This design comes from an exercise in tuning for small area on the open sky130 flow, not from production work. At most, simulation tests tie the RTL to the original design; equivalence was not proved. The RTL of runs 2 and 3 was laid out without a check of its function. Power figures rest on the tool's default switching activity, not on a simulated workload.

### design/flow/flow/run.sh
#!/bin/bash
# Layout flow:
#  2. the same synthesis again, with the rotator module swapped for a
#     cell-level version (flow/genrot.py);
#  3. the rest of the combinational logic mapped again for area, the
#     rotator's cells and all registers left as they are;
#  4. the registers checked against the standard synthesis (same names and
#     cells), else the standard netlist is remapped instead;
#  5. the standard layout, with the smallest buffer on the ports, pins one
#     track apart and a clock tree without dummy loads.
# Each tool's output goes to its own log here.
set -euo pipefail
bash standard.sh synth > synth.log 2>&1

RES=orfs/results/sky130hd/odd_pipe/base
LIB=$FLOW_HOME/platforms/sky130hd/lib/sky130_fd_sc_hd__tt_025C_1v80.lib
cp $RES/1_2_yosys.v 1_2_yosys_standard.v

# 2. synthesis with the cell-level rotator
python3 flow/genrot.py > rot_struct.v
python3 flow/swapmod.py design.v rot_struct.v perm_rotator > design_mine.v
sed "s#$PWD/design.v#$PWD/design_mine.v#" config.mk > config_mine.mk
sed "s#$PWD/config.mk#$PWD/config_mine.mk#g;s#$PWD/orfs#$PWD/orfs_mine#g" standard.sh > standard_mine.sh
bash standard_mine.sh synth > synth_mine.log 2>&1
MINE=orfs_mine/results/sky130hd/odd_pipe/base/1_2_yosys.v

# 3. area remap of the other combinational cells
python3 flow/mkmap.py $LIB cells_map.v > mkmap.log 2>&1
DU=""
for c in $(sed -n 's/^export DONT_USE_CELLS += *//p;/^ *sky130_fd_sc_hd__lpflow/p;/^ *sky130_fd_sc_hd__probe/p' $FLOW_HOME/platforms/sky130hd/config.mk | tr -d '\\'); do
  DU="$DU -dont_use $c"
done
printf 'set_driving_cell sky130_fd_sc_hd__buf_1\nset_load 5\n' > abc.constr
remap() {
  cat > remap_$3.ys <<EOT
read_liberty -lib $LIB
read_verilog $1
hierarchy -top $FLOW_TOP
select -set keep c:u_permute.u_rot.*
techmap -map cells_map.v c:* @keep %d
techmap
opt -purge
abc -script $PWD/flow/remap.abc -liberty $LIB $DU -constr $PWD/abc.constr -D 8000
opt_clean -purge
splitnets
opt_clean -purge
hilomap -singleton -hicell sky130_fd_sc_hd__conb_1 HI -locell sky130_fd_sc_hd__conb_1 LO
insbuf -buf sky130_fd_sc_hd__buf_1 A X
opt_clean -purge
write_verilog -noattr -nohex -nodec $2
EOT
  yosys -s remap_$3.ys > remap_$3.log 2>&1
}

# 4. keep the cell-level rotator only if the registers match the standard ones
if remap $MINE remapped_mine.v mine && python3 flow/regcheck.py 1_2_yosys_standard.v remapped_mine.v > regcheck.log 2>&1; then
  cp remapped_mine.v $RES/1_2_yosys.v
else
  remap 1_2_yosys_standard.v remapped_standard.v standard
  python3 flow/regcheck.py 1_2_yosys_standard.v remapped_standard.v > regcheck_standard.log 2>&1
  cp remapped_standard.v $RES/1_2_yosys.v
fi
rm -f $RES/1_synth.odb

# 5. layout
export BUFFER_PORTS_ARGS="-buffer_cell sky130_fd_sc_hd__buf_1"
export CTS_ARGS="-sink_clustering_enable -repair_clock_nets -dont_use_dummy_load -buf_list {sky130_fd_sc_hd__clkbuf_16} -sink_clustering_size 30 -sink_clustering_max_diameter 80"
export PLACE_PINS_ARGS="-min_distance 1 -min_distance_in_tracks"
bash standard.sh finish > layout.log 2>&1
### design/flow/flow/genrot.py
#!/usr/bin/env python3
# Writes perm_rotator (see rtl/permute_unit.sv) as sky130 cells: seven levels
# of o22ai, each one a 2:1 select that also inverts, so seven levels give the
# complement of the rotation the module promises.
# usage: genrot.py > rot_struct.v
P = 'sky130_fd_sc_hd__'
shifts = [(3, 8), (4, 16), (5, 32), (6, 64), (0, 1), (1, 2), (2, 4)]
o = ['module perm_rotator (ra, amt, yn);',
     '  input [127:0] ra;', '  input [6:0] amt;', '  output [127:0] yn;']
cur = 'ra'
for n, (a, d) in enumerate(shifts):
    nxt = 'yn' if n == len(shifts) - 1 else f'l{n}'
    if nxt != 'yn':
        o.append(f'  wire [127:0] {nxt};')
    o.append(f'  wire sn{n};')
    o.append(f'  {P}inv_1 si{n} (.A(amt[{a}]), .Y(sn{n}));')
    for i in range(128):
        # selected: bit i-d of the level below, else bit i
        o.append(f'  {P}o22ai_1 m{n}_{i} (.A1({cur}[{(i - d) % 128}]), .A2(sn{n}), '
                 f'.B1({cur}[{i}]), .B2(amt[{a}]), .Y({nxt}[{i}]));')
    cur = nxt
o.append('endmodule')
print('\n'.join(o))
### design/flow/flow/mkmap.py
#!/usr/bin/env python3
# Writes a techmap file that turns every combinational cell of a liberty
# file back into plain logic, from the cell's own function attributes.
# usage: mkmap.py LIBERTY OUT.v
import re, sys

txt = open(sys.argv[1]).read()
heads = list(re.finditer(r'\n\s*cell\s*\(\s*"?(\w+)"?\s*\)\s*\{', txt))
out = []
for k, m in enumerate(heads):
    body = txt[m.end():heads[k + 1].start() if k + 1 < len(heads) else len(txt)]
    if re.search(r'\b(ff|latch|statetable)\s*\(', body):
        continue
    pins = [(p.group(1), p.start()) for p in re.finditer(r'\n\s*pin\s*\(\s*"?(\w+)"?\s*\)', body)]
    ins, outs, ok = [], [], True
    for j, (p, s) in enumerate(pins):
        pb = body[s:pins[j + 1][1] if j + 1 < len(pins) else len(body)]
        d = re.search(r'direction\s*:\s*"?(\w+)"?', pb)
        if not d:
            continue
        if d.group(1) == 'input':
            ins.append(p)
        elif d.group(1) == 'output':
            f = re.search(r'\bfunction\s*:\s*"([^"]*)"', pb)
            if not f:
                ok = False
                break
            outs.append((p, f.group(1)))
        else:
            ok = False
    if not ok or not outs:
        continue

    def conv(f):
        f = f.replace('!', '~')
        f = re.sub(r'(\w)\s+(?=[\w(~])', r'\1&', f)
        f = re.sub(r'\)\s+(?=[\w(~])', ')&', f)
        return f.replace('*', '&').replace('+', '|')

    s = f"module {m.group(1)}({', '.join(ins + [o for o, _ in outs])});\n"
    s += ''.join(f"  input {p};\n" for p in ins)
    s += ''.join(f"  output {o};\n  assign {o} = {conv(f)};\n" for o, f in outs)
    out.append(s + "endmodule\n")
open(sys.argv[2], 'w').write('\n'.join(out))
### design/flow/flow/regcheck.py
#!/usr/bin/env python3
# Exit 0 when two netlists hold the same flip-flops: the same instance names,
# each of the same cell type.
# usage: regcheck.py A.v B.v
import re, sys

def regs(path):
    r = {}
    for m in re.finditer(r'^\s*(sky130_fd_sc_hd__(?:df|edf|sdf|dl)\w*)\s+(\S+)\s*\(', open(path).read(), re.M):
        r[m.group(2)] = m.group(1)
    return r

a, b = regs(sys.argv[1]), regs(sys.argv[2])
print(f'{len(a)} and {len(b)} registers')
if a != b:
    print('differ:', sorted(set(a.items()) ^ set(b.items()))[:10])
    sys.exit(1)
### design/flow/flow/remap.abc
strash
ifraig
dc2
dch -f
amap -m -F 4 -A 10
strash
dch -f
amap -m -F 4 -A 10
topo
### design/flow/flow/swapmod.py
#!/usr/bin/env python3
# Replaces module NAME in a Verilog file with the one in another file.
# usage: swapmod.py DESIGN.v NEW.v NAME > OUT.v
import re, sys
src = open(sys.argv[1]).read()
new = open(sys.argv[2]).read()
name = sys.argv[3]
m = re.search(r'^\s*module\s+' + name + r'\b.*?^\s*endmodule\b', src, re.S | re.M)
if not m:
    sys.exit(f'module {name} not found')
sys.stdout.write(src[:m.start()] + '\n' + new + '\n' + src[m.end():])
### design/flow/standard.sh
#!/bin/bash
# synth_recipe.tcl (not shown) runs the flow's synth.tcl, then flattens the netlist and writes it again
# the make line also repeats each setting of config.mk as NAME=value (left out here)
make -C /OpenROAD-flow-scripts/flow DESIGN_CONFIG=/design/flow/config.mk WORK_HOME=/design/flow/orfs CLKGATE_MAP_FILE= SYNTH_SCRIPT=/design/flow/synth_recipe.tcl "${@:-finish}"
### design/flow/config.mk
export PLATFORM = sky130hd
export DESIGN_NAME = odd_pipe
export DESIGN_NICKNAME = odd_pipe
export VERILOG_FILES = /design/flow/design.v
export SDC_FILE = /design/flow/constraint.sdc
export NUM_CORES = 8
export LEC_CHECK = 0
export CAP_MARGIN = 20
export CORE_AREA = 5 5 295 295
export DIE_AREA = 0 0 300 300
export SLEW_MARGIN = 20
### design/flow/constraint.sdc
create_clock -name core_clock -period 8.0 [get_ports {clock}]
set_input_delay 1.6000 -clock core_clock [delete_from_list [all_inputs] [get_ports {clock}]]
set_output_delay 1.6000 -clock core_clock [all_outputs]
set_load 0.01 [all_outputs]
### design/flow/design.v
module permute_unit (
    input  logic         reset,
    input  logic [4:0]   opcode,
    input  logic [127:0] ra,
    input  logic [7:0]   rb,
    input  logic [6:0]   i7,
    output logic         is_perm,
    output logic [127:0] value
);
    logic [2:0]   nbits;
    logic [4:0]   nbytes;
    logic         is_shift, is_rot, is_gbb, is_gbh, is_gb;
    logic [127:0] rot_n;
    logic [15:0]  keep_byte;
    logic [6:0]   keep_low;
    logic [127:0] keep;
    logic [15:0]  gather;
    always_comb
    begin
        nbits    = 3'd0;
        nbytes   = 5'd0;
        is_shift = 1'b0;
        is_rot   = 1'b0;
        is_gbb   = 1'b0;
        is_gbh   = 1'b0;
        is_gb    = 1'b0;
        case (opcode)
            5'd1:   begin is_shift = 1'b1; nbits  = rb[2:0]; end
            5'd2:  begin is_shift = 1'b1; nbits  = i7[2:0]; end
            5'd3:   begin is_shift = 1'b1; nbytes = rb[4:0]; end
            5'd4:  begin is_shift = 1'b1; nbytes = i7[4:0]; end
            5'd5: begin is_shift = 1'b1; nbytes = rb[7:3]; end
            5'd6:   begin is_rot = 1'b1;   nbits  = rb[2:0]; end
            5'd7:  begin is_rot = 1'b1;   nbits  = i7[2:0]; end
            5'd8:   begin is_rot = 1'b1;   nbytes = {1'b0, rb[3:0]}; end
            5'd9:  begin is_rot = 1'b1;   nbytes = {1'b0, i7[3:0]}; end
            5'd10: begin is_rot = 1'b1;   nbytes = {1'b0, rb[6:3]}; end
            5'd11:      is_gbb = 1'b1;
            5'd12:      is_gbh = 1'b1;
            5'd13:       is_gb  = 1'b1;
            default: ;
        endcase
    end
    assign is_perm = ~reset & (is_shift | is_rot | is_gbb | is_gbh | is_gb);
    perm_rotator u_rot (
        .ra  (ra),
        .amt ({nbytes[3:0], nbits}),
        .yn  (rot_n)
    );
    always_comb
    begin
        for (int j = 0; j < 16; j++)
            keep_byte[j] = ~reset & (is_rot | (is_shift & ({1'b0, 4'(j)} >= nbytes)));
        for (int i = 0; i < 7; i++)
            keep_low[i] = keep_byte[0] & (is_rot | (3'(i) >= nbits));
        for (int k = 0; k < 128; k++)
            keep[k] = keep_byte[k / 8];
        keep[6:0] = keep_low;
    end
    always_comb
    begin
        gather = '0;
        for (int j = 0; j < 16; j++)
            gather[15 - j] = gather[15 - j] | (is_gbb & ra[120 - 8 * j]);
        for (int j = 0; j < 8; j++)
            gather[7 - j] = gather[7 - j] | (is_gbh & ra[112 - 16 * j]);
        for (int j = 0; j < 4; j++)
            gather[3 - j] = gather[3 - j] | (is_gb & ra[96 - 32 * j]);
        if (reset)
            gather = '0;
    end
    assign value = (~rot_n & keep) | {16'd0, gather, 96'd0};
endmodule
module perm_rotator (
    input  logic [127:0] ra,
    input  logic [6:0]   amt,
    output logic [127:0] yn
);
    logic [127:0] r1, r2, r3, r4, r5, r6, r7;
    assign r1 = amt[3] ? {ra[119:0], ra[127:120]} : ra;
    assign r2 = amt[4] ? {r1[111:0], r1[127:112]} : r1;
    assign r3 = amt[5] ? {r2[95:0],  r2[127:96]}  : r2;
    assign r4 = amt[6] ? {r3[63:0],  r3[127:64]}  : r3;
    assign r5 = amt[0] ? {r4[126:0], r4[127]}     : r4;
    assign r6 = amt[1] ? {r5[125:0], r5[127:126]} : r5;
    assign r7 = amt[2] ? {r6[123:0], r6[127:124]} : r6;
    assign yn = ~r7;
endmodule
module branch_unit (
    input  logic         reset,
    input  logic [4:0]   opcode,
    input  logic [31:0]  rt_word,
    input  logic [15:0]  i16,
    input  logic [17:0]  pc,
    output logic         is_branch,
    output logic         is_link,
    output logic [17:0]  link,
    output logic         taken,
    output logic [17:0]  next_pc
);
    logic [17:0] relative_target;
    logic [17:0] absolute_target;
    logic [17:0] link_pc;
    logic        word_nz, half_nz;
    logic        op_rel, op_abs, op_cond, cond;
    assign relative_target = {pc[17:2] + i16, pc[1:0]};
    assign absolute_target = {i16, 2'b00};
    assign link_pc         = {pc[17:2] + 16'd1, pc[1:0]};
    assign word_nz = |rt_word;
    assign half_nz = |rt_word[15:0];
    always_comb
    begin
        is_branch = 1'b0;
        is_link   = 1'b0;
        op_rel    = 1'b0;
        op_abs    = 1'b0;
        op_cond   = 1'b0;
        cond      = 1'b0;
        case (opcode)
            5'd14:    begin is_branch = 1'b1; op_rel = 1'b1; end
            5'd15:   begin is_branch = 1'b1; op_abs = 1'b1; end
            5'd16:  begin is_branch = 1'b1; op_rel = 1'b1; is_link = 1'b1; end
            5'd17: begin is_branch = 1'b1; op_abs = 1'b1; is_link = 1'b1; end
            5'd18:  begin is_branch = 1'b1; op_cond = 1'b1; cond = word_nz; end
            5'd19:   begin is_branch = 1'b1; op_cond = 1'b1; cond = ~word_nz; end
            5'd20: begin is_branch = 1'b1; op_cond = 1'b1; cond = half_nz; end
            5'd21:  begin is_branch = 1'b1; op_cond = 1'b1; cond = ~half_nz; end
            default: ;
        endcase
        if (reset)
        begin
            is_branch = 1'b0;
            is_link   = 1'b0;
            op_rel    = 1'b0;
            op_abs    = 1'b0;
            op_cond   = 1'b0;
        end
    end
    assign taken = op_rel | op_abs | (op_cond & cond);
    assign link  = is_link ? link_pc : 18'd0;
    always_comb
    begin
        next_pc = '0;
        if (op_rel)
            next_pc = relative_target;
        else if (op_abs)
            next_pc = absolute_target;
        else if (op_cond)
            next_pc = cond ? {relative_target[17:2], 2'b00} : link_pc;
    end
endmodule
module entry_expand (
    input  logic [136:0] c,
    output logic [142:0] entry
);
    logic b, w, v;
    assign b = c[136];
    assign w = c[135];
    assign v = b | w;
    assign entry = {v, b, v, c[127:0], w, c[134:128], 1'b0, w & ~b, 1'b0, b};
endmodule
module forward_chain (
    input  logic                    clock,
    input  logic                    reset,
    input  logic [136:0]            stage_d,    
    output logic [142:0]            fw_stage1,
    output logic [142:0]            fw_stage2,
    output logic [142:0]            fw_stage3,
    output logic [142:0]            fw_stage4,
    output logic [142:0]            fw_stage5,
    output logic [142:0]            fw_stage6,
    output logic [142:0]            fw_stage7,
    output logic [142:0]            result
);
    logic [136:0] stage1_q;
    logic [136:0] stage2_q;
    logic [136:0] stage3_q;
    logic [136:0] stage4_q;
    logic [136:0] stage5_q;
    logic [136:0] stage6_q;
    logic [136:0] stage7_q;
    logic [136:0] result_q;
    always_ff @(posedge clock)
    begin
        stage1_q <= stage_d;
        if (reset)
        begin
            stage2_q <= '0;
            stage3_q <= '0;
            stage4_q <= '0;
            stage5_q <= '0;
            stage6_q <= '0;
            stage7_q <= '0;
            result_q <= '0;
        end
        else
        begin
            stage2_q <= stage1_q;
            stage3_q <= stage2_q;
            stage4_q <= stage3_q;
            stage5_q <= stage4_q;
            stage6_q <= stage5_q;
            stage7_q <= stage6_q;
            result_q <= stage7_q;
        end
    end
    entry_expand u_e1 (.c(stage1_q), .entry(fw_stage1));
    entry_expand u_e2 (.c(stage2_q), .entry(fw_stage2));
    entry_expand u_e3 (.c(stage3_q), .entry(fw_stage3));
    entry_expand u_e4 (.c(stage4_q), .entry(fw_stage4));
    entry_expand u_e5 (.c(stage5_q), .entry(fw_stage5));
    entry_expand u_e6 (.c(stage6_q), .entry(fw_stage6));
    entry_expand u_e7 (.c(stage7_q), .entry(fw_stage7));
    entry_expand u_e8 (.c(result_q), .entry(result));
endmodule
module odd_pipe (
    input  logic         clock,
    input  logic         reset,
    input  logic [4:0]   issue_opcode,
    input  logic [127:0] issue_ra,
    input  logic [127:0] issue_rb,
    input  logic [127:0] issue_rt_data,
    input  logic [6:0]   issue_rt_address,
    input  logic [6:0]   issue_i7,
    input  logic [15:0]  issue_i16,
    input  logic [31:0]  issue_pc,
    output logic [142:0] fw_stage1,
    output logic [142:0] fw_stage2,
    output logic [142:0] fw_stage3,
    output logic [142:0] fw_stage4,
    output logic [142:0] fw_stage5,
    output logic [142:0] fw_stage6,
    output logic [142:0] fw_stage7,
    output logic [142:0] result,
    output logic         branch_taken,
    output logic [31:0]  next_pc
);
    logic         perm_b, perm_w;
    logic [127:0] perm_value;
    logic         br_b, br_w;
    logic [17:0]  br_link;
    logic         br_taken;
    logic [17:0]  br_next_pc;
    logic [136:0] stage1_d;
    logic         taken_q;
    logic [17:0]  next_pc_q;
    permute_unit u_permute (
        .reset    (reset),
        .opcode   (issue_opcode),
        .ra       (issue_ra),
        .rb       (issue_rb[7:0]),
        .i7       (issue_i7),
        .is_perm  (perm_w),
        .value    (perm_value)
    );
    branch_unit u_branch (
        .reset    (reset),
        .opcode   (issue_opcode),
        .rt_word  (issue_rt_data[127:96]),
        .i16      (issue_i16),
        .pc       (issue_pc[17:0]),
        .is_branch(br_b),
        .is_link  (br_w),
        .link     (br_link),
        .taken    (br_taken),
        .next_pc  (br_next_pc)
    );
    assign perm_b = 1'b0;
    always_comb
    begin
        stage1_d = {br_b, perm_w | br_w,
                    issue_rt_address & {7{perm_w | br_b}},
                    perm_value | {14'd0, br_link, 96'd0}};
    end
    always_ff @(posedge clock)
    begin
        taken_q   <= br_taken;
        next_pc_q <= br_next_pc;
    end
    assign branch_taken = taken_q;
    assign next_pc      = {14'd0, next_pc_q};
    forward_chain u_chain (
        .clock     (clock),
        .reset     (reset),
        .stage_d   (stage1_d),
        .fw_stage1 (fw_stage1),
        .fw_stage2 (fw_stage2),
        .fw_stage3 (fw_stage3),
        .fw_stage4 (fw_stage4),
        .fw_stage5 (fw_stage5),
        .fw_stage6 (fw_stage6),
        .fw_stage7 (fw_stage7),
        .result    (result)
    );
endmodule
==> flow_metrics.py, run 1 <==
metrics = {
    "run_status": {
        "outcome": "no timing/DRC/antenna violations",
    },
    "global_routing": {
        "grt_pass1_wl_microns": 204000,
        "antenna_found_initial": 81,
        "grt_max_degree": 244,
        "grt_overflow": 0,
        "grt_pass1_vias": 30129,
        "grtUsageTotal_pct": 30.0,
    },
    "drt": {
        "dr_wl_met2_microns": 62700,
        "routed.top_layer": "met5",
        "wirelength_microns": 147000,
        "ant_nets": 0,
        "drtIter0Drc": 3052,
        "wl_per_cell_microns": 24.1,
        "via_count": 33323,
        "wl_met1_microns": 56900,
        "routed_via_density": 5.46,
        "wl_met3_microns": 16000,
        "drcViolationCount": 0,
        "dr.pass1.iters": 6,
    },
    "worst_setup_path": {
        "worstSetupEndpointType": "flip-flop",
        "critPathArrivalTime_ps": 6890,
        "reg2reg_from": "u_chain.stage1_q[136]",
        "crit_chain": "buf_1, clkinv_1, nor2_1, clkinv_1, nor2_1, a222oi_1, buf_4, o31ai_4, clkinv_2, buf_4, o22ai_1, o22ai_1, o22ai_1, o22ai_1, o22ai_1, o22ai_1, o22ai_1, o221ai_1",
        "r2r_end": "u_chain.stage2_q[136]",
        "critPathSlowestCell": "clkinv_2",
        "cp_slowest_stage_delay_ps": 640,
        "required_ps": 8420,
        "ff2ff_setup_slack_ps": 7040,
        "cp_common_cell": "o22ai_1",
        "start_kind": "input port",
        "path_max_fanout": 48,
        "r2r_cells": 1,
        "worst-setup-path-type": "in -> reg",
    },
    "layout": {
        "nFillCells": 8157,
        "area_delta_synth_final_pct": 22.6,
        "fin_nets": 5401,
        "drive_gt1_share_pct": 2.20,
    },
    "floorplan": {
        "design.die.area_sq_um": 90000,
        "core_sq_um": 83600,
        "rows": 106,
        "dieHeight_microns": 300,
        "start_util_pct": 43.7,
        "ios": 1630,
        "die_w_microns": 300,
    },
    "sta": {
        "finalCritPeriodShare_pct": 80.8,
        "tightest_slew_ps": 1170,
        "max_freq_mhz": 155,
        "hold_violations": 0,
        "rsz0062_at_grt": "no",
        "relSlewSlack_pct": 21.9,
        "drv_slew": 0,
        "setup_viol": 0,
        "final.setup.worst_slack_ps": 1530,
        "fin_worst_skew_ps": 58.9,
        "fin_crit_ps": 6470,
        "fin_setup_tns_ps": 0,
    },
    "placement": {
        "place_hpwl_microns": 117000,
        "portBuffers": 1367,
        "dp_slack_ps": 1150,
        "gp_congestion": 0.988,
    },
    "logic_synthesis": {
        "yosysWarnings": 4,
        "synth.cell_area_sq_um": 36500,
        "syn_area_per_cell_sq_um": 10.4,
        "postSynthCellCount": 3515,
    },
    "clock_tree": {
        "ctsHoldBuffers": 0,
        "clk_pin_slew_ps": 100,
        "htreeDepth": 2,
        "cts_setup_buffers": 0,
        "clk_latency_ps": 620,
        "cts_resized": 0,
        "max-clock-path-buffers": 3,
        "numClockSinks": 1115,
        "cts_buffers": 47,
        "cts_root_buf": "clkbuf_16",
        "cts_tree": "done",
    },
    "min_path": {
        "hold_class": "reg -> reg",
        "hold_path_end": "u_chain.stage2_q[79]",
        "min-delay-start": "u_chain.stage1_q[79]",
        "hold_depth": 1,
    },
    "power": {
        "power_density_nw_per_um2": 223,
        "power_leakage_nw": 15.9,
        "ir_worst_vdd_mv": 0.193,
    },
    "run": {
        "max-cap-violations": 0,
    },
}
area by class of cell:
type	instances	area, sq um	area share (%)
diodes	73	183	0.408
flip-flops and latches	1115	22300	49.8
multi-input cells	2309	13900	31.1
well taps	1080	1350	3.02
clock buffers	47	1180	2.63
inverters	66	267	0.595
repair buffers	1409	5560	12.4
per-stage QoR:
stage          cell area [sq um]  hold WS, ps  utilization, %  std cells  total power [mW]
2_1_floorplan              36700          464               -       3544              6.71
3_3_place_gp               43400          439            52.0       5978              7.37
3_5_place_dp               43400          447            52.0       5979              7.37
4_1_cts                    44600          399            53.4       6026              10.0
5_1_grt                    44800          403            53.6       6094              10.4
6_report                   44800          402            53.6       6099              10.0
layer usage:
metal  global-route usage [%]  vias up
met2                     45.3     1905
met4                     20.3       14
met3                     10.8      452
met1                     35.8    15312
li1                         -    15640
met5                        0        -
layout by cell type (no fill, tap or decap), types with 4 or more instances in the layout:
cell type	count
buf_1	1366
dfxtp_1	1115
nor2b_1	962
o22ai_1	912
nor2_1	176
diode_2	73
clkinv_1	54
clkbuf_16	47
o21ai_0	39
nand2_1	35
buf_4	33
conb_1	30
a21oi_1	24
a22oi_1	21
a222oi_1	16
clkinv_2	11
or2_0	10
o21ai_1	10
buf_12	9
nor4_1	8
nor3_1	7
o221ai_1	6
nor2_4	4
nand3_1	4
a31oi_1	4
o21a_1	4
power breakdown:
part / internal, mW / total [mW] / switching, mW
clock network: 1.06 / 2.69 / 1.63
logic: 0.464 / 1.54 / 1.08
registers: 5.68 / 5.76 / 0.0830
sequential cells by signal, indices dropped and copies added (netlist names):
| name | count |
|---|---|
| next_pc_q | 18 |
| taken_q | 1 |
| u_chain.result_q | 137 |
| u_chain.stage1_q | 137 |
| u_chain.stage2_q | 137 |
| u_chain.stage3_q | 137 |
| u_chain.stage4_q | 137 |
| u_chain.stage5_q | 137 |
| u_chain.stage6_q | 137 |
| u_chain.stage7_q | 137 |
worst max path at each step:
stage                                       end       startpoint  slack [ps]  depth (start not counted)
after floorplan             u_chain.stage1_q[2]  issue_opcode[0]        -980                         12
after global placement     u_chain.stage1_q[35]  issue_opcode[0]        1150                         18
after detailed placement  u_chain.stage1_q[102]  issue_opcode[0]        1150                         18
after CTS                 u_chain.stage1_q[102]  issue_opcode[0]        1740                         18
after global routing      u_chain.stage1_q[102]  issue_opcode[0]        1250                         18
final                     u_chain.stage1_q[102]  issue_opcode[0]        1530                         18
worst max-delay path, delay by kind of cell:
kind / cells / cell delay [ps]
buf+inv: 6 / 2440
compound gates: 10 / 2310
simple gates: 2 / 520
==> run 2, diff against run 1 <==
--- a/design/flow/design.v
+++ b/design/flow/design.v
@@ -10,11 +10,44 @@
     logic [2:0]   nbits;
     logic [4:0]   nbytes;
     logic         is_shift, is_rot, is_gbb, is_gbh, is_gb;
-    logic [127:0] rot_n;
     logic [15:0]  keep_byte;
     logic [6:0]   keep_low;
     logic [127:0] keep;
+    logic [127:0] rot;
     logic [15:0]  gather;
+    function automatic logic [5:0] rot_sel(input logic [2:0] nbits, input logic [3:0] nbytes);
+        if (nbits != 3'd0)
+            case (nbits)
+                3'd1: rot_sel = 6'd17;
+                3'd2: rot_sel = 6'd14;
+                3'd3: rot_sel = 6'd31;
+                3'd4: rot_sel = 6'd18;
+                3'd5: rot_sel = 6'd33;
+                3'd6: rot_sel = 6'd52;
+                3'd7: rot_sel = 6'd47;
+                default: rot_sel = 6'd0;
+            endcase
+        else
+            case (nbytes)
+                4'd0: rot_sel = 6'd0;
+                4'd1: rot_sel = 6'd34;
+                4'd2: rot_sel = 6'd1;
+                4'd3: rot_sel = 6'd35;
+                4'd4: rot_sel = 6'd4;
+                4'd5: rot_sel = 6'd38;
+                4'd6: rot_sel = 6'd5;
+                4'd7: rot_sel = 6'd39;
+                4'd8: rot_sel = 6'd24;
+                4'd9: rot_sel = 6'd58;
+                4'd10: rot_sel = 6'd25;
+                4'd11: rot_sel = 6'd59;
+                4'd12: rot_sel = 6'd28;
+                4'd13: rot_sel = 6'd62;
+                4'd14: rot_sel = 6'd29;
+                4'd15: rot_sel = 6'd63;
+                default: rot_sel = 6'd0;
+            endcase
+    endfunction
     always_comb
     begin
         nbits    = 3'd0;
@@ -42,11 +75,6 @@
         endcase
     end
     assign is_perm = ~reset & (is_shift | is_rot | is_gbb | is_gbh | is_gb);
-    perm_rotator u_rot (
-        .ra  (ra),
-        .amt ({nbytes[3:0], nbits}),
-        .yn  (rot_n)
-    );
     always_comb
     begin
         for (int j = 0; j < 16; j++)
@@ -57,6 +85,12 @@
             keep[k] = keep_byte[k / 8];
         keep[6:0] = keep_low;
     end
+    perm_rotator u_rot (
+        .ra    (ra),
+        .sel   (rot_sel(nbits, nbytes[3:0])),
+        .keepn (~keep),
+        .y     (rot)
+    );
     always_comb
     begin
         gather = '0;
@@ -69,22 +103,23 @@
         if (reset)
             gather = '0;
     end
-    assign value = (~rot_n & keep) | {16'd0, gather, 96'd0};
+    assign value = rot | {16'd0, gather, 96'd0};
 endmodule
 module perm_rotator (
     input  logic [127:0] ra,
-    input  logic [6:0]   amt,
-    output logic [127:0] yn
+    input  logic [5:0]   sel,
+    input  logic [127:0] keepn,
+    output logic [127:0] y
 );
-    logic [127:0] r1, r2, r3, r4, r5, r6, r7;
-    assign r1 = amt[3] ? {ra[119:0], ra[127:120]} : ra;
-    assign r2 = amt[4] ? {r1[111:0], r1[127:112]} : r1;
-    assign r3 = amt[5] ? {r2[95:0],  r2[127:96]}  : r2;
-    assign r4 = amt[6] ? {r3[63:0],  r3[127:64]}  : r3;
-    assign r5 = amt[0] ? {r4[126:0], r4[127]}     : r4;
-    assign r6 = amt[1] ? {r5[125:0], r5[127:126]} : r5;
-    assign r7 = amt[2] ? {r6[123:0], r6[127:124]} : r6;
-    assign yn = ~r7;
+    logic [127:0] l0, l1, l2, l3, l4, l5, l6;
+    assign l0 = ra;
+    assign l1 = sel[0] ? {l0[111:0], l0[127:112]} : l0;
+    assign l2 = sel[1] ? {l1[108:0], l1[127:109]} : l1;
+    assign l3 = sel[2] ? {l2[95:0], l2[127:96]} : l2;
+    assign l4 = sel[3] ? {l3[48:0], l3[127:49]} : l3;
+    assign l5 = sel[4] ? {l4[14:0], l4[127:15]} : l4;
+    assign l6 = sel[5] ? {l5[10:0], l5[127:11]} : l5;
+    assign y = l6 & ~keepn;
 endmodule
 module branch_unit (
     input  logic         reset,
--- a/design/flow/flow/run.sh
+++ b/design/flow/flow/run.sh
@@ -64,6 +64,6 @@
 
 # 5. layout
 export BUFFER_PORTS_ARGS="-buffer_cell sky130_fd_sc_hd__buf_1"
-export CTS_ARGS="-sink_clustering_enable -repair_clock_nets -dont_use_dummy_load -buf_list {sky130_fd_sc_hd__clkbuf_16} -sink_clustering_size 30 -sink_clustering_max_diameter 80"
+export CTS_ARGS="-sink_clustering_enable -repair_clock_nets -dont_use_dummy_load -buf_list {sky130_fd_sc_hd__clkbuf_8} -sink_clustering_size 16 -sink_clustering_max_diameter 50"
 export PLACE_PINS_ARGS="-min_distance 1 -min_distance_in_tracks"
 bash standard.sh finish > layout.log 2>&1
==> design/flow/flow/genrot.py (replaced) <==
#!/usr/bin/env python3
# The permute unit's rotator, perm_rotator: ra rotated left by the sum of the
# level amounts D[j] whose sel[j] is set, then cleared where keepn is set.
#   genrot.py        the module as sky130 cells (for the layout flow): five
#                    o22ai levels (each a 2:1 select that inverts) and a last
#                    a221oi level that selects, inverts back and clears
#   genrot.py --rtl  the same module in plain SystemVerilog, and the table
#                    from shift amounts to level selects
# Six levels suffice because every amount the unit needs (bits 0..7 and
# multiples of 8 bits) is a sum of some of D modulo 128.
import sys

D = [16, 19, 32, 79, 113, 117]
K = len(D)
P = 'sky130_fd_sc_hd__'


def table():
    best = {}
    for mask in range(1 << K):
        s = sum(D[j] for j in range(K) if mask >> j & 1) % 128
        if s not in best or bin(mask).count('1') < bin(best[s]).count('1'):
            best[s] = mask
    return best


def rtl():
    b = table()
    o = ['// ra rotated left by the sum of D[j] over the set',
         f'// bits of sel, D = {D}, then cleared where keepn is set (written by',
         '// gen/genrot.py --rtl)',
         'module perm_rotator (',
         '    input  logic [127:0] ra,',
         f'    input  logic [{K - 1}:0]   sel,',
         '    input  logic [127:0] keepn,',
         '    output logic [127:0] y',
         ');']
    o.append('    logic [127:0] ' + ', '.join(f'l{j}' for j in range(K + 1)) + ';')
    o.append('    assign l0 = ra;')
    for j, d in enumerate(D):
        o.append(f'    assign l{j + 1} = sel[{j}] ? {{l{j}[{127 - d}:0], l{j}[127:{128 - d}]}} : l{j};')
    o.append(f'    assign y = l{K} & ~keepn;')
    o.append('endmodule')
    o.append('')
    o.append('// level selects for a rotation by nbits (1..7) or by 8 * nbytes')
    o.append(f'function automatic logic [{K - 1}:0] rot_sel(input logic [2:0] nbits, input logic [3:0] nbytes);')
    o.append('    if (nbits != 3\'d0)')
    o.append('        case (nbits)')
    for n in range(1, 8):
        o.append(f"            3'd{n}: rot_sel = {K}'d{b[n]};")
    o.append(f"            default: rot_sel = {K}'d0;")
    o.append('        endcase')
    o.append('    else')
    o.append('        case (nbytes)')
    for m in range(16):
        o.append(f"            4'd{m}: rot_sel = {K}'d{b[8 * m % 128]};")
    o.append(f"            default: rot_sel = {K}'d0;")
    o.append('        endcase')
    o.append('endfunction')
    return '\n'.join(o)


def cells():
    o = ['module perm_rotator (ra, sel, keepn, y);',
         '  input [127:0] ra;', f'  input [{K - 1}:0] sel;', '  input [127:0] keepn;',
         '  output [127:0] y;']
    cur = 'ra'
    for n, d in enumerate(D):
        last = n == K - 1
        nxt = 'y' if last else f'l{n}'
        if not last:
            o.append(f'  wire [127:0] {nxt};')
        o.append(f'  wire sn{n};')
        o.append(f'  {P}inv_1 si{n} (.A(sel[{n}]), .Y(sn{n}));')
        for i in range(128):
            a, b = f'{cur}[{(i - d) % 128}]', f'{cur}[{i}]'
            if not last:
                o.append(f'  {P}o22ai_1 m{n}_{i} (.A1({a}), .A2(sn{n}), .B1({b}), .B2(sel[{n}]), .Y({nxt}[{i}]));')
            else:
                o.append(f'  {P}a221oi_1 m{n}_{i} (.A1({a}), .A2(sel[{n}]), .B1({b}), .B2(sn{n}), '
                         f'.C1(keepn[{i}]), .Y(y[{i}]));')
        cur = nxt
    o.append('endmodule')
    return '\n'.join(o)


print(rtl() if '--rtl' in sys.argv else cells())
==> run 2 against run 1 <==
Against the previous run: clock power grew 6%; critical path depth is the same; clock-buffer cell count is 55 higher; still clean; cell area down 1.4%; clock skew rose by 54 ps; highest routed layer unchanged; critical path type unchanged.
==> flow_metrics.py, run 2 <==
metrics = {
    "worst_setup_path": {
        "path_max_fanout": 96,
        "start_kind": "input port",
        "cp_common_cell": "o22ai_1",
        "crit_chain": "buf_1, clkinv_16, nor3_1, clkinv_1, o22ai_1, a222oi_1, buf_4, nand2_4, clkinv_2, buf_12, o22ai_1, o22ai_1, o22ai_1, o22ai_1, o22ai_1, a221oi_1, a31oi_1, o21ai_0",
        "crit_path_end": "u_chain.stage1_q[111]",
        "required_ps": 8570,
        "crit_path_start": "issue_opcode[2]",
        "worst-setup-path-type": "in -> reg",
        "reg2reg_from": "u_chain.stage7_q[83]",
        "worstSetupEndpointType": "flip-flop",
        "ff2ff_setup_slack_ps": 7210,
        "critPathArrivalTime_ps": 6760,
        "critPathSlowestCell": "o22ai_1",
        "r2r_end": "u_chain.result_q[83]",
        "r2r_cells": 1,
        "cp_slowest_stage_delay_ps": 580,
    },
    "clock_tree": {
        "clk_pin_slew_ps": 90,
        "cts_resized": 0,
        "ctsHoldBuffers": 0,
        "cts_root_buf": "clkbuf_8",
        "clk_latency_ps": 760,
        "htreeDepth": 3,
        "cts_tree": "done",
        "numClockSinks": 1115,
        "cts_setup_buffers": 0,
        "max-clock-path-buffers": 3,
        "cts_buffers": 102,
    },
    "global_routing": {
        "antenna_found_initial": 25,
        "grt_pass1_wl_microns": 213000,
        "grtUsageTotal_pct": 32.1,
        "grt_pass1_vias": 29891,
        "grt_overflow": 0,
        "grt_max_degree": 241,
    },
    "layout": {
        "final_cell_mix": "buf_1 (1,366), dfxtp_1 (1,115), nor2b_1 (964)",
        "final_util_pct": 52.9,
        "nFillCells": 7950,
        "final_area_sq_um": 44200,
        "drive_gt1_share_pct": 3.36,
        "fin_nets": 5252,
        "area_delta_synth_final_pct": 23.4,
        "layout_commonest_cell": "buf_1",
    },
    "logic_synthesis": {
        "syn_area_per_cell_sq_um": 10.8,
        "yosysWarnings": 4,
        "synth.cell_area_sq_um": 35800,
        "postSynthCellCount": 3317,
    },
    "placement": {
        "portBuffers": 1367,
        "placed_area_sq_um": 42700,
        "gp_congestion": 1.03,
        "place_hpwl_microns": 125000,
    },
    "sta": {
        "tightest_slew_ps": 1250,
        "fin_setup_tns_ps": 0,
        "setup_viol": 0,
        "relSlewSlack_pct": 16.4,
        "drv_slew": 0,
        "max_freq_mhz": 162,
        "fin_crit_ps": 6190,
        "fin_worst_skew_ps": 113,
        "finalCritPeriodShare_pct": 77.4,
        "rsz0062_at_grt": "no",
        "hold_violations": 0,
    },
    "power": {
        "ir_worst_vdd_mv": 0.130,
        "power_density_nw_per_um2": 236,
        "power_leakage_nw": 15.7,
    },
    "floorplan": {
        "ios": 1630,
        "dieHeight_microns": 300,
        "core_sq_um": 83600,
        "start_util_pct": 42.8,
        "rows": 106,
        "die_w_microns": 300,
        "design.die.area_sq_um": 90000,
    },
    "drt": {
        "via_count": 32556,
        "dr.pass1.iters": 6,
        "ant_nets": 0,
        "routed_via_density": 5.52,
        "wl_per_cell_microns": 26.4,
        "drcViolationCount": 0,
        "drtIter0Drc": 3243,
        "wirelength_microns": 156000,
    },
    "run": {
        "max-cap-violations": 0,
    },
    "run_status": {
        "outcome": "no timing/DRC/antenna violations",
    },
    "min_path": {
        "hold_class": "reg -> reg",
    },
}
==> run 2: worst min path at each step <==
stage	cells past startpoint	to	slack [ps]	from
floorplan	2	u_chain.stage7_q[135]	470	u_chain.stage6_q[135]
global placement	2	u_chain.result_q[135]	440	u_chain.stage7_q[135]
detailed placement	2	u_chain.result_q[135]	440	u_chain.stage7_q[135]
CTS	1	u_chain.stage2_q[39]	370	u_chain.stage1_q[39]
global route	1	u_chain.stage2_q[33]	380	u_chain.stage1_q[33]
finish	1	u_chain.stage5_q[115]	380	u_chain.stage4_q[115]
==> run 2: critical path, delay by kind of cell <==
kind	cells	cell delay (ps)
AOI/OAI and AO/OA	10	3170
buffers and inverters	6	1320
and+or+nand+nor	2	560
==> run 2: power by group <==
part	total [mW]	switching, mW	internal [mW]	leakage (nW)
clock network	2.85	1.72	1.13	0.733
registers	5.76	0.0803	5.68	9.01
logic	1.83	1.35	0.473	5.91
total	10.4	3.15	7.28	15.7
==> run 2: per-stage QoR <==
step | power, mW | setup WS, ps | hold slack (ps) | instances
global placement | 7.64 | 1450 | 440 | 5775
detailed placement | 7.62 | 1380 | 442 | 5775
global route | 10.8 | 1710 | 381 | 5894
finish | 10.4 | 1810 | 380 | 5897
CTS | 10.4 | 2170 | 374 | 5877
floorplan | 6.78 | -4070 | 467 | 3346
==> run 2: final cells by class <==
type	instances	area (sq um)	area share, %
Clock buffer	102	1400	3.18
Inverter	93	395	0.895
Timing Repair Buffer	1403	5520	12.5
Antenna cell	20	50.0	0.113
Sequential cell	1115	22300	50.5
Multi-Input combinational cell	2084	13100	29.7
Tap cell	1080	1350	3.06
==> run 2: metal layers <==
metal / share of wire [%] / global-route usage (%) / up-vias
li1: - / - / 14903
met1: 38 / 37.9 / 14939
met2: 42 / 47.5 / 2149
met3: 12 / 12.0 / 553
met4: 8.8 / 23.9 / 12
met5: 0.046 / 0 / -
==> run 3, diff against run 2 <==
--- a/design/flow/config.mk
+++ b/design/flow/config.mk
@@ -6,6 +6,6 @@
 export NUM_CORES = 8
 export LEC_CHECK = 0
 export CAP_MARGIN = 20
-export CORE_AREA = 5 5 295 295
-export DIE_AREA = 0 0 300 300
+export CORE_AREA = 5 5 255 255
+export DIE_AREA = 0 0 260 260
 export SLEW_MARGIN = 20
==> run 3 against run 2 <==
Against the previous run: global-route usage up 9.5 points; still clean; highest routed layer unchanged; combinational power down 2%; cell count down 4.6%; critical endpoint is now u_chain.stage1_q[100]; cell area down 1.2%; worst setup slack worse by 610 ps.
==> flow_metrics.py, run 3 <==
metrics = {
    "run_status": {
        "outcome": "no timing/DRC/antenna violations",
    },
    "placement": {
        "place_hpwl_microns": 119000,
        "placed_cells": 5529,
        "placed_area_sq_um": 42400,
        "portBuffers": 1367,
        "gp_congestion": 1.13,
    },
    "layout": {
        "final_cell_mix": "buf_1 (1,366), dfxtp_1 (1,115), nor2b_1 (964)",
        "layout_commonest_cell": "buf_1",
        "final_util_pct": 70.6,
        "nFillCells": 4730,
        "drive_gt1_share_pct": 2.97,
        "final_area_sq_um": 43600,
        "fin_nets": 5235,
        "area_delta_synth_final_pct": 21.9,
        "finalNonFillerCells": 5627,
    },
    "global_routing": {
        "met1_usage_pct": 46.7,
        "gr-usage-met3_pct": 21.6,
        "grt_overflow": 0,
        "grt.busiest_layer": "met2",
        "antenna_found_initial": 23,
        "use_met2_pct": 60.3,
        "grtUsageTotal_pct": 41.5,
        "grt_pass1_vias": 30304,
        "grt_max_degree": 237,
        "grt_pass1_wl_microns": 206000,
    },
    "sta": {
        "finalCritPeriodShare_pct": 85.0,
        "tightest_slew_ps": 1250,
        "fin_worst_skew_ps": 83.2,
        "hold_violations": 0,
        "rsz0062_at_grt": "no",
        "max_freq_mhz": 147,
        "setup_viol": 0,
        "fin_crit_ps": 6800,
        "drv_slew": 0,
        "relSlewSlack_pct": 16.5,
    },
    "clock_tree": {
        "max-clock-path-buffers": 3,
        "ctsHoldBuffers": 0,
        "numClockSinks": 1115,
        "cts_resized": 0,
        "htreeDepth": 3,
        "cts_setup_buffers": 0,
        "cts_root_buf": "clkbuf_8",
        "cts_tree": "done",
        "clk_pin_slew_ps": 100,
        "clk_latency_ps": 730,
        "cts_buffers": 88,
    },
    "floorplan": {
        "dieHeight_microns": 260,
        "start_util_pct": 57.9,
        "rows": 91,
        "die_w_microns": 260,
        "core_sq_um": 61800,
        "design.die.area_sq_um": 67600,
        "ios": 1630,
    },
    "drt": {
        "via_count": 33096,
        "drcViolationCount": 0,
        "drtIter0Drc": 4686,
        "wirelength_microns": 151000,
        "dr.pass1.iters": 29,
        "routed_via_density": 5.88,
        "wl_per_cell_microns": 26.9,
        "ant_nets": 0,
    },
    "min_path": {
        "hold_class": "reg -> reg",
    },
    "worst_setup_path": {
        "worstSetupEndpointType": "flip-flop",
        "path_max_fanout": 66,
        "required_ps": 8480,
        "start_kind": "input port",
        "critPathArrivalTime_ps": 7280,
        "worst-setup-path-type": "in -> reg",
    },
    "power": {
        "p_comb_share_pct": 17.6,
        "power_leakage_nw": 15.6,
        "seq_power_share_pct": 56.6,
        "p_int_mw": 7.14,
        "ir_worst_vdd_mv": 0.169,
        "clkPwrFrac_pct": 25.8,
        "power_switching_share_pct": 29.9,
        "power_density_nw_per_um2": 233,
        "power_switching_mw": 3.05,
    },
    "logic_synthesis": {
        "yosysWarnings": 4,
        "syn_area_per_cell_sq_um": 10.8,
        "synth.cell_area_sq_um": 35800,
        "postSynthCellCount": 3317,
    },
    "run": {
        "max-cap-violations": 0,
    },
}
==> run 3: stage by stage <==
step	worst slack (ps)	hold slack [ps]	setup TNS [ps]	power, mW
after floorplan	-4070	467	-497580	6.78
after global placement	1110	433	0	7.56
after detailed placement	1040	437	0	7.55
after CTS	1760	375	0	10.1
after global routing	1190	403	0	10.5
final	1200	387	0	10.2
==> run 3: final timing paths <==
check	cells after the start	slack, ps	from	endpoint
worst max-delay path	18	1200	issue_opcode[2]	u_chain.stage1_q[100]
worst min-delay path	1	390	u_chain.stage5_q[24]	u_chain.stage6_q[24]
worst max register to register	1	7070	u_chain.stage7_q[108]	u_chain.result_q[108]
worst min register to register	1	390	u_chain.stage5_q[24]	u_chain.stage6_q[24]
==> run 3: layer usage <==
metal / part of all wire, % / routed length [microns] / up-vias
li1: - / - / 14862
met1: 34 / 51000 / 14975
met2: 41 / 61900 / 2520
met3: 16 / 24000 / 715
met4: 9.4 / 14300 / 24
met5: 0.10 / 153 / -
==> run 3: area by class of cell <==
class	count	area (sq um)	share of cell area, %
antenna	10	25.0	0.0573
inverter	93	395	0.906
sequential	1115	22300	51.2
tap	837	1050	2.40
timing repair buffer	1400	5520	12.7
clock buffer	88	1210	2.78
multi-input combinational	2084	13100	30.0
==> run 3: power groups by stage <==
| stage | clock network, mW | logic [mW] | registers (mW) |
|---|---|---|---|
| 2_1_floorplan | 0 | 0.846 | 5.93 |
| 3_3_place_gp | 0 | 1.67 | 5.89 |
| 3_5_place_dp | 0 | 1.66 | 5.90 |
| 4_1_cts | 2.64 | 1.66 | 5.77 |
| 5_1_grt | 2.87 | 1.81 | 5.78 |
| 6_report | 2.63 | 1.79 | 5.77 |
==> run 3: worst max-delay path, cell delays in order <==
cell and delay [ps]:
buf_1 490, clkinv_16 130, nor3_1 540, clkinv_1 140, o22ai_1 330, a222oi_1 170, buf_4 190, nand2_4 260
clkinv_2 480, buf_12 350, o22ai_1 470, o22ai_1 200, o22ai_1 620, o22ai_1 230, o22ai_1 350, a221oi_1 230
a31oi_1 270, o221ai_1 160
==> run 4, diff against run 3 <==
--- a/design/flow/design.v
+++ b/design/flow/design.v
@@ -194,6 +194,12 @@
     assign v = b | w;
     assign entry = {v, b, v, c[127:0], w, c[134:128], 1'b0, w & ~b, 1'b0, b};
 endmodule
+module reset_inv (
+    input  logic reset,
+    output logic rstn
+);
+    assign rstn = ~reset;
+endmodule
 module forward_chain (
     input  logic                    clock,
     input  logic                    reset,
@@ -207,46 +213,35 @@
     output logic [142:0]            fw_stage7,
     output logic [142:0]            result
 );
+    logic         rstn;
     logic [136:0] stage1_q;
-    logic [136:0] stage2_q;
+    logic [136:0] stage2_qn;
     logic [136:0] stage3_q;
-    logic [136:0] stage4_q;
+    logic [136:0] stage4_qn;
     logic [136:0] stage5_q;
-    logic [136:0] stage6_q;
+    logic [136:0] stage6_qn;
     logic [136:0] stage7_q;
     logic [136:0] result_q;
+    reset_inv u_rstn (.reset(reset), .rstn(rstn));
     always_ff @(posedge clock)
     begin
-        stage1_q <= stage_d;
-        if (reset)
-        begin
-            stage2_q <= '0;
-            stage3_q <= '0;
-            stage4_q <= '0;
-            stage5_q <= '0;
-            stage6_q <= '0;
-            stage7_q <= '0;
-            result_q <= '0;
-        end
-        else
-        begin
-            stage2_q <= stage1_q;
-            stage3_q <= stage2_q;
-            stage4_q <= stage3_q;
-            stage5_q <= stage4_q;
-            stage6_q <= stage5_q;
-            stage7_q <= stage6_q;
-            result_q <= stage7_q;
-        end
+        stage1_q  <= stage_d;
+        stage2_qn <= ~(stage1_q & {137{rstn}});
+        stage3_q  <= ~(stage2_qn | {137{reset}});
+        stage4_qn <= ~(stage3_q & {137{rstn}});
+        stage5_q  <= ~(stage4_qn | {137{reset}});
+        stage6_qn <= ~(stage5_q & {137{rstn}});
+        stage7_q  <= ~(stage6_qn | {137{reset}});
+        result_q  <= stage7_q & {137{rstn}};
     end
-    entry_expand u_e1 (.c(stage1_q), .entry(fw_stage1));
-    entry_expand u_e2 (.c(stage2_q), .entry(fw_stage2));
-    entry_expand u_e3 (.c(stage3_q), .entry(fw_stage3));
-    entry_expand u_e4 (.c(stage4_q), .entry(fw_stage4));
-    entry_expand u_e5 (.c(stage5_q), .entry(fw_stage5));
-    entry_expand u_e6 (.c(stage6_q), .entry(fw_stage6));
-    entry_expand u_e7 (.c(stage7_q), .entry(fw_stage7));
-    entry_expand u_e8 (.c(result_q), .entry(result));
+    entry_expand u_e1 (.c(stage1_q),   .entry(fw_stage1));
+    entry_expand u_e2 (.c(~stage2_qn), .entry(fw_stage2));
+    entry_expand u_e3 (.c(stage3_q),   .entry(fw_stage3));
+    entry_expand u_e4 (.c(~stage4_qn), .entry(fw_stage4));
+    entry_expand u_e5 (.c(stage5_q),   .entry(fw_stage5));
+    entry_expand u_e6 (.c(~stage6_qn), .entry(fw_stage6));
+    entry_expand u_e7 (.c(stage7_q),   .entry(fw_stage7));
+    entry_expand u_e8 (.c(result_q),   .entry(result));
 endmodule
 module odd_pipe (
     input  logic         clock,
--- a/design/flow/flow/run.sh
+++ b/design/flow/flow/run.sh
@@ -1,9 +1,10 @@
 #!/bin/bash
 # Layout flow:
 #  2. the same synthesis again, with the rotator module swapped for a
-#     cell-level version (flow/genrot.py);
-#  3. the rest of the combinational logic mapped again for area, the
-#     rotator's cells and all registers left as they are;
+#     cell-level version (flow/genrot.py) and the chain's reset inverter
+#     for a single cell;
+#  3. the rest of the combinational logic mapped again for area, those
+#     cells and all registers left as they are;
 #  4. the registers checked against the standard synthesis (same names and
 #     cells), else the standard netlist is remapped instead;
 #  5. the standard layout, with the smallest buffer on the ports, pins one
@@ -17,8 +18,9 @@
 cp $RES/1_2_yosys.v 1_2_yosys_standard.v
 
 # 2. synthesis with the cell-level rotator
-python3 flow/genrot.py > rot_struct.v
-python3 flow/swapmod.py design.v rot_struct.v perm_rotator > design_mine.v
+python3 flow/genrot.py > cells_struct.v
+printf 'module reset_inv (reset, rstn);\n  input reset;\n  output rstn;\n  sky130_fd_sc_hd__inv_1 u (.A(reset), .Y(rstn));\nendmodule\n' >> cells_struct.v
+python3 flow/swapmod.py design.v cells_struct.v > design_mine.v
 sed "s#$PWD/design.v#$PWD/design_mine.v#" config.mk > config_mine.mk
 sed "s#$PWD/config.mk#$PWD/config_mine.mk#g;s#$PWD/orfs#$PWD/orfs_mine#g" standard.sh > standard_mine.sh
 bash standard_mine.sh synth > synth_mine.log 2>&1
@@ -36,7 +38,7 @@
 read_liberty -lib $LIB
 read_verilog $1
 hierarchy -top $FLOW_TOP
-select -set keep c:u_permute.u_rot.*
+select -set keep c:u_permute.u_rot.* c:u_chain.u_rstn.*
 techmap -map cells_map.v c:* @keep %d
 techmap
 opt -purge
@@ -64,6 +66,6 @@
 
 # 5. layout
 export BUFFER_PORTS_ARGS="-buffer_cell sky130_fd_sc_hd__buf_1"
-export CTS_ARGS="-sink_clustering_enable -repair_clock_nets -dont_use_dummy_load -buf_list {sky130_fd_sc_hd__clkbuf_8} -sink_clustering_size 16 -sink_clustering_max_diameter 50"
+export CTS_ARGS="-sink_clustering_enable -repair_clock_nets -dont_use_dummy_load -buf_list {sky130_fd_sc_hd__clkbuf_8 sky130_fd_sc_hd__clkbuf_16} -sink_clustering_size 24 -sink_clustering_max_diameter 50"
 export PLACE_PINS_ARGS="-min_distance 1 -min_distance_in_tracks"
 bash standard.sh finish > layout.log 2>&1
==> design/flow/flow/swapmod.py (replaced) <==
#!/usr/bin/env python3
# Replaces each module of NEW.v in a Verilog file with NEW.v's version.
# usage: swapmod.py DESIGN.v NEW.v > OUT.v
import re, sys
src = open(sys.argv[1]).read()
new = open(sys.argv[2]).read()
for m in re.finditer(r'^\s*module\s+(\w+)\b.*?^\s*endmodule\b', new, re.S | re.M):
    old = re.search(r'^\s*module\s+' + m.group(1) + r'\b.*?^\s*endmodule\b', src, re.S | re.M)
    if not old:
        sys.exit(f'module {m.group(1)} not found')
    src = src[:old.start()] + '\n' + m.group(0) + '\n' + src[old.end():]
sys.stdout.write(src)
==> run 4 against run 3 <==
Against the previous run: sequential power up 1%; sequential share of layout area about the same; synthesized cell count up 12%; fmax down 0.85%; critical path type unchanged; via count up 8.5%; clock power up 27%; combinational power up 6%; non-clock buffer count up 10; cell count up 6.9%.
==> flow_metrics.py, run 4 <==
metrics = {
    "drt": {
        "drcViolationCount": 0,
        "via_count": 35904,
        "wl_per_cell_microns": 26.8,
        "dr.pass1.iters": 29,
        "routed_via_density": 5.97,
        "ant_nets": 0,
        "wirelength_microns": 161000,
        "drtIter0Drc": 5239,
    },
    "clock_tree": {
        "ctsHoldBuffers": 0,
        "cts_root_buf": "clkbuf_16",
        "cts_resized": 0,
        "htreeDepth": 3,
        "cts_tree": "done",
        "clk_latency_ps": 670,
        "max-clock-path-buffers": 3,
        "numClockSinks": 1115,
        "cts_buffers": 73,
        "clk_pin_slew_ps": 90,
        "cts_setup_buffers": 0,
    },
    "sta": {
        "hold_violations": 0,
        "tightest_slew_ps": 1160,
        "drv_slew": 0,
        "max_freq_mhz": 146,
        "setup_viol": 0,
        "final.setup.worst_slack_ps": 1140,
        "relSlewSlack_pct": 21.9,
        "fin_setup_tns_ps": 0,
        "fin_crit_ps": 6860,
        "finalCritPeriodShare_pct": 85.7,
        "fin_worst_skew_ps": 81.1,
        "rsz0062_at_grt": "no",
    },
    "worst_setup_path": {
        "critPathArrivalTime_ps": 7350,
        "critPathSlowestCell": "o21ai_4",
        "cp_common_cell": "o22ai_1",
        "crit_chain": "buf_1, clkinv_8, nor2_4, a22oi_1, o22ai_1, clkinv_1, o21ai_4, clkinv_2, buf_12, o22ai_1, o22ai_1, o22ai_1, o22ai_1, o22ai_1, a221oi_1, a31oi_1, o21ai_0",
        "cp.depth": 17,
        "required_ps": 8490,
        "r2r_cells": 1,
        "path_max_fanout": 96,
        "worst-setup-path-type": "in -> reg",
        "crit_buf_inv": 5,
        "start_kind": "input port",
        "path_delay_family": "compound AO/OA/AOI/OAI gates",
        "cp_slowest_stage_delay_ps": 880,
        "worstSetupEndpointType": "flip-flop",
    },
    "layout": {
        "nFillCells": 4581,
        "final_cell_mix": "buf_1 (1,366), dfxtp_1 (1,115), o22ai_1 (657)",
        "layout_commonest_cell": "buf_1",
        "fin_nets": 5623,
        "drive_gt1_share_pct": 2.67,
        "regArea_sq_um": 22300,
        "final_area_sq_um": 43700,
        "multi_input_area_sq_um": 11100,
        "area_delta_synth_final_pct": 24.0,
    },
    "global_routing": {
        "grt_pass1_wl_microns": 222000,
        "grt_overflow": 0,
        "grtUsageTotal_pct": 44.2,
        "antenna_found_initial": 18,
        "grt_pass1_vias": 33059,
        "grt_max_degree": 201,
    },
    "min_path": {
        "hold_depth": 1,
        "hold_class": "reg -> reg",
    },
    "logic_synthesis": {
        "syn_area_per_cell_sq_um": 9.49,
        "yosysWarnings": 4,
        "postSynthCellCount": 3710,
        "synth.cell_area_sq_um": 35200,
    },
    "floorplan": {
        "rows": 91,
        "start_util_pct": 56.9,
        "core_sq_um": 61800,
        "ios": 1630,
        "dieHeight_microns": 260,
        "die_w_microns": 260,
        "design.die.area_sq_um": 67600,
    },
    "placement": {
        "placed_area_sq_um": 41800,
        "place_hpwl_microns": 125000,
        "portBuffers": 1367,
        "gp_congestion": 1.09,
        "dp_slack_ps": 984,
    },
    "power": {
        "power_density_nw_per_um2": 253,
        "finalPower_mw": 11.1,
        "ir_worst_vdd_mv": 0.210,
        "power_leakage_nw": 16.1,
    },
    "run_status": {
        "outcome": "no timing/DRC/antenna violations",
    },
    "run": {
        "max-cap-violations": 0,
    },
}
[run 4: worst paths after layout]
kind,slack (ps),endpoint,startpoint
min reg2reg,310,u_chain.stage2_qn[66],u_chain.stage1_q[66]
min,310,u_chain.stage2_qn[66],u_chain.stage1_q[66]
max reg2reg,6970,u_chain.result_q[104],u_chain.stage7_q[104]
max,1140,u_chain.stage1_q[105],issue_opcode[2]
[run 4: layout make-up]
class	instances	share of cell area (%)
inverter	479	4.20
antenna	10	0.0573
clock buffer	73	4.18
tap	837	2.40
multi-input combinational	2091	25.4
sequential	1115	51.1
timing repair buffer	1410	12.7
[run 4: stage by stage]
stage          hold WS (ps)  instances  util [%]
4_1_cts                 315       6005      70.6
6_report                309       6015      70.6
2_1_floorplan           389       3739         -
5_1_grt                 336       6012      70.6
3_5_place_dp            363       5932      67.6
3_3_place_gp            359       5932      67.6
[run 4: layer usage]
metal	vias up	share of wire [%]	global-route usage, %
met5	-	0.15	0.950
met4	22	9.3	33.5
met3	734	14	19.4
met2	2812	43	65.7
met1	16680	34	50.1
li1	15656	-	-
[run 4: report_power, final]
part	internal [mW]	switching, mW	leakage [nW]
Sequential	5.71	0.126	9.04
Clock	1.62	1.72	0.900
Combinational	0.476	1.42	6.17
Total	7.81	3.27	16.1
==> run 5, diff against run 4 <==
--- a/design/flow/flow/run.sh
+++ b/design/flow/flow/run.sh
@@ -66,6 +66,6 @@
 
 # 5. layout
 export BUFFER_PORTS_ARGS="-buffer_cell sky130_fd_sc_hd__buf_1"
-export CTS_ARGS="-sink_clustering_enable -repair_clock_nets -dont_use_dummy_load -buf_list {sky130_fd_sc_hd__clkbuf_8 sky130_fd_sc_hd__clkbuf_16} -sink_clustering_size 24 -sink_clustering_max_diameter 50"
+export CTS_ARGS="-sink_clustering_enable -repair_clock_nets -dont_use_dummy_load -buf_list {sky130_fd_sc_hd__clkbuf_8} -sink_clustering_size 20 -sink_clustering_max_diameter 40"
 export PLACE_PINS_ARGS="-min_distance 1 -min_distance_in_tracks"
 bash standard.sh finish > layout.log 2>&1
==> run 5 against run 4 <==
Against the previous run: flip-flop and latch count unchanged; via count up 0.37%; highest routed layer unchanged; still clean on timing, DRC and antenna; first-iteration DRC count down 1.5%; global-route usage down 0.52 points; non-clock buffer count unchanged.
==> flow_metrics.py, run 5 <==
metrics = {
    "clock_tree": {
        "htreeDepth": 3,
        "cts_buffers": 103,
        "ctsHoldBuffers": 0,
        "clk_latency_ps": 700,
        "clk_pin_slew_ps": 100,
        "numClockSinks": 1115,
        "cts_tree": "done",
        "max-clock-path-buffers": 3,
        "cts_setup_buffers": 0,
        "cts_resized": 0,
        "cts_root_buf": "clkbuf_8",
    },
    "sta": {
        "setup_viol": 0,
        "max_freq_mhz": 148,
        "hold_violations": 0,
        "tightest_slew_ps": 1120,
        "rsz0062_at_grt": "no",
        "fin_crit_ps": 6780,
        "fin_worst_skew_ps": 100,
        "finalCritPeriodShare_pct": 84.7,
        "relSlewSlack_pct": 24.9,
        "hold_ws_ps": 298,
        "drv_slew": 0,
    },
    "logic_synthesis": {
        "postSynthCellCount": 3710,
        "synth.cell_area_sq_um": 35200,
        "yosysWarnings": 4,
        "syn_area_per_cell_sq_um": 9.49,
    },
    "power": {
        "power_density_nw_per_um2": 244,
        "clkPwrFrac_pct": 26.7,
        "power_switching_share_pct": 30.5,
        "power_leakage_nw": 16.0,
        "ir_worst_vdd_mv": 0.212,
        "power_switching_mw": 3.22,
        "p_int_mw": 7.33,
        "seq_power_share_pct": 55.4,
        "p_comb_share_pct": 18.0,
    },
    "worst_setup_path": {
        "path_max_fanout": 96,
        "cp_slowest_stage_delay_ps": 850,
        "ff2ff_setup_slack_ps": 7010,
        "worstSetupEndpointType": "flip-flop",
        "r2r_end": "u_chain.result_q[104]",
        "critPathSlowestCell": "o21ai_4",
        "worst-setup-path-type": "in -> reg",
        "crit_path_start": "issue_opcode[2]",
        "cp_common_cell": "o22ai_1",
        "required_ps": 8560,
        "r2r_cells": 1,
        "critPathArrivalTime_ps": 7330,
        "start_kind": "input port",
        "reg2reg_from": "u_chain.stage7_q[104]",
        "crit_chain": "buf_1, clkinv_8, nor2_4, a22oi_1, o22ai_1, clkinv_1, o21ai_4, clkinv_2, buf_12, o22ai_1, o22ai_1, o22ai_1, o22ai_1, o22ai_1, a221oi_1, a31oi_1, o21ai_0",
    },
    "drt": {
        "via_count": 36037,
        "wirelength_microns": 159000,
        "drcViolationCount": 0,
        "drtIter0Drc": 5158,
        "dr.pass1.iters": 30,
        "routed_via_density": 5.95,
        "wl_per_cell_microns": 26.3,
        "ant_nets": 0,
    },
    "placement": {
        "gp_congestion": 1.09,
        "portBuffers": 1367,
        "placed_cells": 5932,
        "place_hpwl_microns": 125000,
    },
    "floorplan": {
        "start_util_pct": 56.9,
        "die_w_microns": 260,
        "core_sq_um": 61800,
        "rows": 91,
        "design.die.area_sq_um": 67600,
        "dieHeight_microns": 260,
        "ios": 1630,
    },
    "layout": {
        "nFillCells": 4657,
        "area_delta_synth_final_pct": 23.0,
        "drive_gt1_share_pct": 3.23,
        "regArea_sq_um": 22300,
        "final_cell_mix": "buf_1 (1,366), dfxtp_1 (1,115), o22ai_1 (657)",
        "multi_input_area_sq_um": 11100,
        "finalNonFillerCells": 6054,
        "layout_commonest_cell": "buf_1",
        "fin_nets": 5653,
    },
    "global_routing": {
        "antenna_found_initial": 21,
        "grt_max_degree": 201,
        "grt_overflow": 0,
        "grtUsageTotal_pct": 43.7,
        "grt_pass1_vias": 32898,
        "grt_pass1_wl_microns": 219000,
    },
    "run": {
        "max-cap-violations": 0,
    },
    "min_path": {
        "hold_class": "reg -> reg",
        "hold_depth": 1,
        "min-delay-start": "u_chain.stage1_q[80]",
        "hold_path_end": "u_chain.stage2_qn[80]",
    },
    "run_status": {
        "outcome": "no timing/DRC/antenna violations",
    },
}
## run 5: cell count changes in the layout (fill, tap and decap cells not counted), sizes merged
| cell | before | now |
|---|---|---|
| diode | 10 | 19 |
| clkbuf | 74 | 104 |
## run 5: how the worst max path moves through the flow
| stage | endpoint | slack (ps) | cells after the start |
|---|---|---|---|
| 3_3_place_gp | u_chain.stage1_q[105] | 1050 | 17 |
| 6_report | u_chain.stage1_q[105] | 1220 | 17 |
| 5_1_grt | u_chain.stage1_q[105] | 1150 | 17 |
| 2_1_floorplan | u_chain.stage1_q[108] | -720 | 14 |
| 4_1_cts | u_chain.stage1_q[105] | 1730 | 17 |
| 3_5_place_dp | u_chain.stage1_q[105] | 980 | 17 |
## run 5: layout make-up
| cell class | count | area share (%) |
|---|---|---|
| Antenna cell | 19 | 0.110 |
| Tap cell | 837 | 2.42 |
| Timing Repair Buffer | 1410 | 12.8 |
| Clock buffer | 103 | 3.27 |
| Multi-Input combinational cell | 2091 | 25.6 |
| Sequential cell | 1115 | 51.6 |
| Inverter | 479 | 4.24 |
## run 5: layer usage
| metal | vias up | share of wire [%] | wire length, microns | track usage, % |
|---|---|---|---|---|
| met4 | 16 | 9.0 | 14300 | 32.1 |
| met2 | 2908 | 42 | 67600 | 64.9 |
| li1 | 15729 | - | - | - |
| met1 | 16654 | 34 | 53800 | 49.9 |
| met3 | 730 | 15 | 23400 | 19.2 |
| met5 | - | 0.090 | 143 | 1.32 |
## run 5: power groups by stage
stage               clock network, mW  logic, mW  registers, mW
floorplan                           0      0.905           5.97
global placement                    0       1.79           5.95
detailed placement                  0       1.77           5.96
CTS                              2.83       1.78           5.83
global route                     3.06       1.92           5.85
finish                           2.81       1.90           5.84
## run 5: worst max-delay path: cells and delay by family
kind	cells	cell delay (ps)
AO/OA/AOI/OAI	11	4270
AND/OR/NAND/NOR	1	180
buffers and inverters	5	1210
## run 5: through the flow
stage                     instance area [sq um]  worst slack [ps]  util [%]  TNS [ps]  power (mW)
after floorplan                           35400              -717         -   -136690        6.87
after global placement                    41800              1050      67.6         0        7.74
after detailed placement                  41800               984      67.6         0        7.73
after CTS                                 43200              1730      69.9         0        10.4
after global routing                      43300              1150      70.0         0        10.8
final                                     43300              1220      70.0         0        10.5

[separate check: timing with driven ports]
In the flow no input, the clock included, has a driving cell. The finished layouts below were timed again as built, in two steps. Step 1 assumes that a clkbuf_16 drives the clock port and a buf_2 every other input. Step 2 moves the port delays by t, midway between the first and last clock arrival at a register: inputs arrive t later, outputs are due t later. That takes back most of the time a late clock gives input paths. Three values: ideal ports, drivers, drivers and shift; two values: the first two.
run	t (ns)	setup WS [ns]	latest minus earliest clock arrival (ns)
run 1	0.659	1.532 / 1.533 / 0.874	0.066 / 0.066
run 2	0.768	1.808 / 1.788 / 1.020	0.131 / 0.130
run 3	0.756	1.199 / 1.192 / 0.436	0.117 / 0.118
run 4	0.688	1.140 / 1.130 / 0.442	0.100 / 0.100
run 5	0.748	1.223 / 1.209 / 0.461	0.162 / 0.162
After both steps setup and hold are still met in every run listed. For run 2, which loses most, drivers alone change the setup slack by -0.020 ns; drivers and shift together by -0.788 ns.
